What follows belongs to an exercise in optimizing a design on an open flow for small area; a production flow would make more cautious choices.
Only simulation tests tie the RTL to the original design; equivalence was not proved.
Power and IR drop assume default switching activity.

==> v24 <==
// lfsr_datapath
module lfsr_datapath #(
    parameter int WIDTH = 32,
    parameter int NREGS = 16,
    parameter int CNTW  = 16,
    parameter int AW    = $clog2(NREGS)
) (
    input  logic             clk,
    input  logic             rst,
    input  logic [AW-1:0]    raddr1,
    input  logic [AW-1:0]    raddr2,
    input  logic             wen,
    input  logic [AW-1:0]    waddr,
    input  logic             wdsrc,
    input  logic [3:0]       func,
    input  logic [WIDTH-1:0] constant,
    output logic             isZero,
    output logic [WIDTH-1:0] result,
    output logic             result_valid,
    output logic [CNTW-1:0]  op_count,
    input  logic [AW-1:0]    dbg_addr,
    output logic [WIDTH-1:0] dbg_data
);
    logic [WIDTH-1:0] rf [NREGS];
    logic [WIDTH*NREGS-1:0] rf_flat;
    logic             s1_wen;
    logic [AW-1:0]    s1_waddr;
    logic [NREGS-1:0] s1_sel1;
    logic             s1_arith, s1_kg, s1_kp, s1_shl, s1_shr, s1_slt, s1_passb, s1_sub;
    logic [WIDTH-1:0] s1_opb;
    logic             s1_fwdb;
    logic             written;
    logic [WIDTH-1:0] opa, opb_next, opb, bx;
    logic             commit;
    logic [WIDTH-1:0] alu_z;
    always_comb begin
        for (int i = 0; i < NREGS; i++) rf_flat[i*WIDTH +: WIDTH] = rf[i];
    end
    ldp_rdsel  u_rda (.sel(s1_sel1),   .regs(rf_flat), .y(opa));
    ldp_rdopb  u_rdb (.addr(raddr2), .wdsrc(wdsrc), .regs(rf_flat), .k(constant), .y(opb_next));
    ldp_rdport u_rdd (.addr(dbg_addr), .regs(rf_flat), .y(dbg_data));
    assign opb = s1_fwdb ? result : s1_opb;
    logic f_arith, f_kg, f_kp, f_shl, f_shr, f_slt, f_passb, do_sub;
    assign f_arith = !rst && s1_arith;
    assign f_kg    = !rst && s1_kg;
    assign f_kp    = !rst && s1_kp;
    assign f_shl   = !rst && s1_shl;
    assign f_shr   = !rst && s1_shr;
    assign f_slt   = !rst && s1_slt;
    assign f_passb = !rst && s1_passb;
    assign do_sub  = s1_sub;
    logic [WIDTH-1:0] sum, prop_n, gen_n;
    logic             cout;
    assign bx = opb ^ {WIDTH{do_sub}};
    ldp_add32 u_add (.a(opa), .b(bx), .cin(do_sub), .s(sum), .cout(cout), .pn(prop_n), .gn(gen_n));
    logic [WIDTH-1:0] sh_out;
    ldp_shl32 u_shl (.x(opa), .shr(s1_shr), .n(opb[4:0]), .nn(~opb[4:0]), .y(sh_out));
  ...
clock: 4.5 ns
lec_check: 0
cap_margin: 20
core_margin: 2
core_utilization: 35
cts_buf_list: sky130_fd_sc_hd__clkbuf_8
cts_cluster_diameter: 60
cts_cluster_size: 25
place_density: 0.5
setup_slack_margin: 0.15
slew_margin: 20
synth_hierarchical: 1
synth_minimum_keep_size: 0
standard.sh (not shown) runs the stock make flow with config.mk's settings and CLKGATE_MAP_FILE= SYNTH_SCRIPT=/design/flow/synth_recipe.tcl, a recipe that flattens the netlist after the stock synthesis.
==> flow/flow/run.sh <==
#!/bin/bash
# The standard layout (standard.sh, with the standard synthesis unchanged),
# with two changes to how the layout is made:
#  - each port's buffer is the smallest buffer cell (buf_1) rather than
#    clkdlybuf4s50_1; every input and output port still gets its own buffer;
#  - clock tree synthesis inserts no dummy loads (same clustering and buffer
#    list as config.mk's CTS settings).
# Everything standard.sh runs logs to standard.log here, and ORFS keeps each
# step's full log under orfs/logs/.
set -euo pipefail
export BUFFER_PORTS_ARGS="-buffer_cell sky130_fd_sc_hd__buf_1"
export CTS_ARGS="-sink_clustering_enable -repair_clock_nets -sink_clustering_size 25 -sink_clustering_max_diameter 60 -buf_list {sky130_fd_sc_hd__clkbuf_8} -dont_use_dummy_load"
bash standard.sh > standard.log 2>&1
==> v39: changes against v24 <==
==> flow/run.sh (new file) <==
#!/bin/bash
# synth_recipe.tcl (not shown) runs the flow's synth.tcl, then flattens the netlist and writes it again
# the make line also repeats each setting of config.mk as NAME=value (left out here)
make -C /OpenROAD-flow-scripts/flow DESIGN_CONFIG=/design/flow/config.mk WORK_HOME=/design/flow/orfs CLKGATE_MAP_FILE= SYNTH_SCRIPT=/design/flow/synth_recipe.tcl finish
Settings changed: CTS_BUF_LIST sky130_fd_sc_hd__clkbuf_8 to sky130_fd_sc_hd__clkbuf_8 sky130_fd_sc_hd__clkbuf_16, CTS_CLUSTER_SIZE 25 to 30, PLACE_DENSITY 0.5 to default.
removed: flow/flow/run.sh
removed: flow/standard.sh
==> v35: changes against v24 <==
--- a/flow/flow/run.sh
+++ b/flow/flow/run.sh
@@ -11,3 +11,3 @@
 export BUFFER_PORTS_ARGS="-buffer_cell sky130_fd_sc_hd__buf_1"
-export CTS_ARGS="-sink_clustering_enable -repair_clock_nets -sink_clustering_size 25 -sink_clustering_max_diameter 60 -buf_list {sky130_fd_sc_hd__clkbuf_8} -dont_use_dummy_load"
+export CTS_ARGS="-sink_clustering_enable -repair_clock_nets -sink_clustering_size 30 -sink_clustering_max_diameter 60 -buf_list {sky130_fd_sc_hd__clkbuf_8 sky130_fd_sc_hd__clkbuf_16} -dont_use_dummy_load"
 bash standard.sh > standard.log 2>&1
Settings changed: CTS_BUF_LIST sky130_fd_sc_hd__clkbuf_8 to sky130_fd_sc_hd__clkbuf_8 sky130_fd_sc_hd__clkbuf_16, CTS_CLUSTER_SIZE 25 to 30, PLACE_DENSITY 0.5 to default.
==> summary.md <==
* **non-clock buffer count** 404
* **final RePlAce weighted congestion** 0.9891
* **Setup Skew** 0.1171 ns
* **combinational share of power** 23.4%
* **reg2reg start** s1_sel1[7]
* **switching power** 4.742 mW
* **run status** complete, no violations
* **layout overhead on the synthesized area** 20.13%
* **clock buf count** 51
* **met2 demand-to-capacity share in global routing** 45.67%
* **Worst R2R Path Depth** 17
* **internal power contribution** 10.35 mW
* **sequential share of power** 50.1%
* **chain of cells forming the critical path** buf_4 > buf_4 > a222oi_1 > and3_1 > nand4_1 > buf_4 > mux2i_1 > buf_4 > mux2i_1 > mux2i_1 > mux2i_1 > buf_4 > mux2i_1 > mux2i_1 > a221oi_1 > o211ai_1 > buf_4
* **areal power density over the cells** 412.0 nW/um^2
* **critical path launch point type** flop
[end of results for v35]
==> summary.md <==
* **non-clock buffer count** 429
* **met3 routed wirelength** 21170 um
* **clock buf count** 51
* **sequential share of power** 46.9%
* **Setup Skew** 0.05138 ns
* **reg2reg start** s1_sel1[9]
* **run status** complete, no violations
* **switching power** 5.199 mW
* **critical path launch point type** input pin
* **final RePlAce weighted congestion** 0.9768
* **combinational share of power** 22.3%
* **internal power contribution** 10.89 mW
* **layout overhead on the synthesized area** 24.93%
* **adder-cell area share of the yosys netlist** 0.04102%
* **chain of cells forming the critical path** clkdlybuf4s50_1 > buf_12 > buf_4 > and4bb_4 > buf_12 > a222oi_1 > and3_1 > nand4_1 > dlygate4sd2_1
[end of results for v39]
==> summary.md <==
* **run status** complete, no violations
* **internal power contribution** 9.318 mW
* **reg2reg start** s1_sel1[3]
* **met2 demand-to-capacity share in global routing** 48.66%
* **layout overhead on the synthesized area** 16.32%
* **chain of cells forming the critical path** a222oi_1 > and3_1 > nand4_1 > mux2i_1 > mux2i_1 > mux2i_1 > mux2i_1 > mux2i_1 > buf_4 > nor2_1 > a221oi_1 > buf_4 > o211ai_1 > buf_4
* **critical path launch point type** flop
* **Worst R2R Path Depth** 14
* **non-clock buffer count** 349
* **clock buf count** 57
* **combinational share of power** 23.1%
[end of results for v24]

## separate check: timing with driven ports
The flow's constraints put no driver on any port. The routed layouts listed below were extracted and timed again, unchanged, in two steps.
Step 1: set_driving_cell puts a clkbuf_16 on clk and a buf_2 on each other input, an assumption about the parent block.
Step 2 also shifts input and output timing later by t, the mid clock arrival at the registers, as if the neighbouring blocks saw the same clock.
Slacks: ideal / step 1 / step 2; pairs: ideal / step 1.
run	shift t [ns]	setup WS [ns]	worst hold slack (ns)	worst setup path after step 2	cell pins on the clock port's net
v24	0.796	0.253 / 0.253 / 0.253	0.281 / 0.240 / 0.495	register to register	1
v39	0.685	0.138 / 0.112 / 0.112	0.499 / 0.499 / 0.499	input to output	1
v35	0.675	0.168 / 0.154 / 0.154	0.420 / 0.376 / 0.493	input to output	1
After both steps every run listed still meets setup and hold. For v39, which loses most, drivers alone change the setup slack by -0.026 ns; drivers and shift together by -0.026 ns.
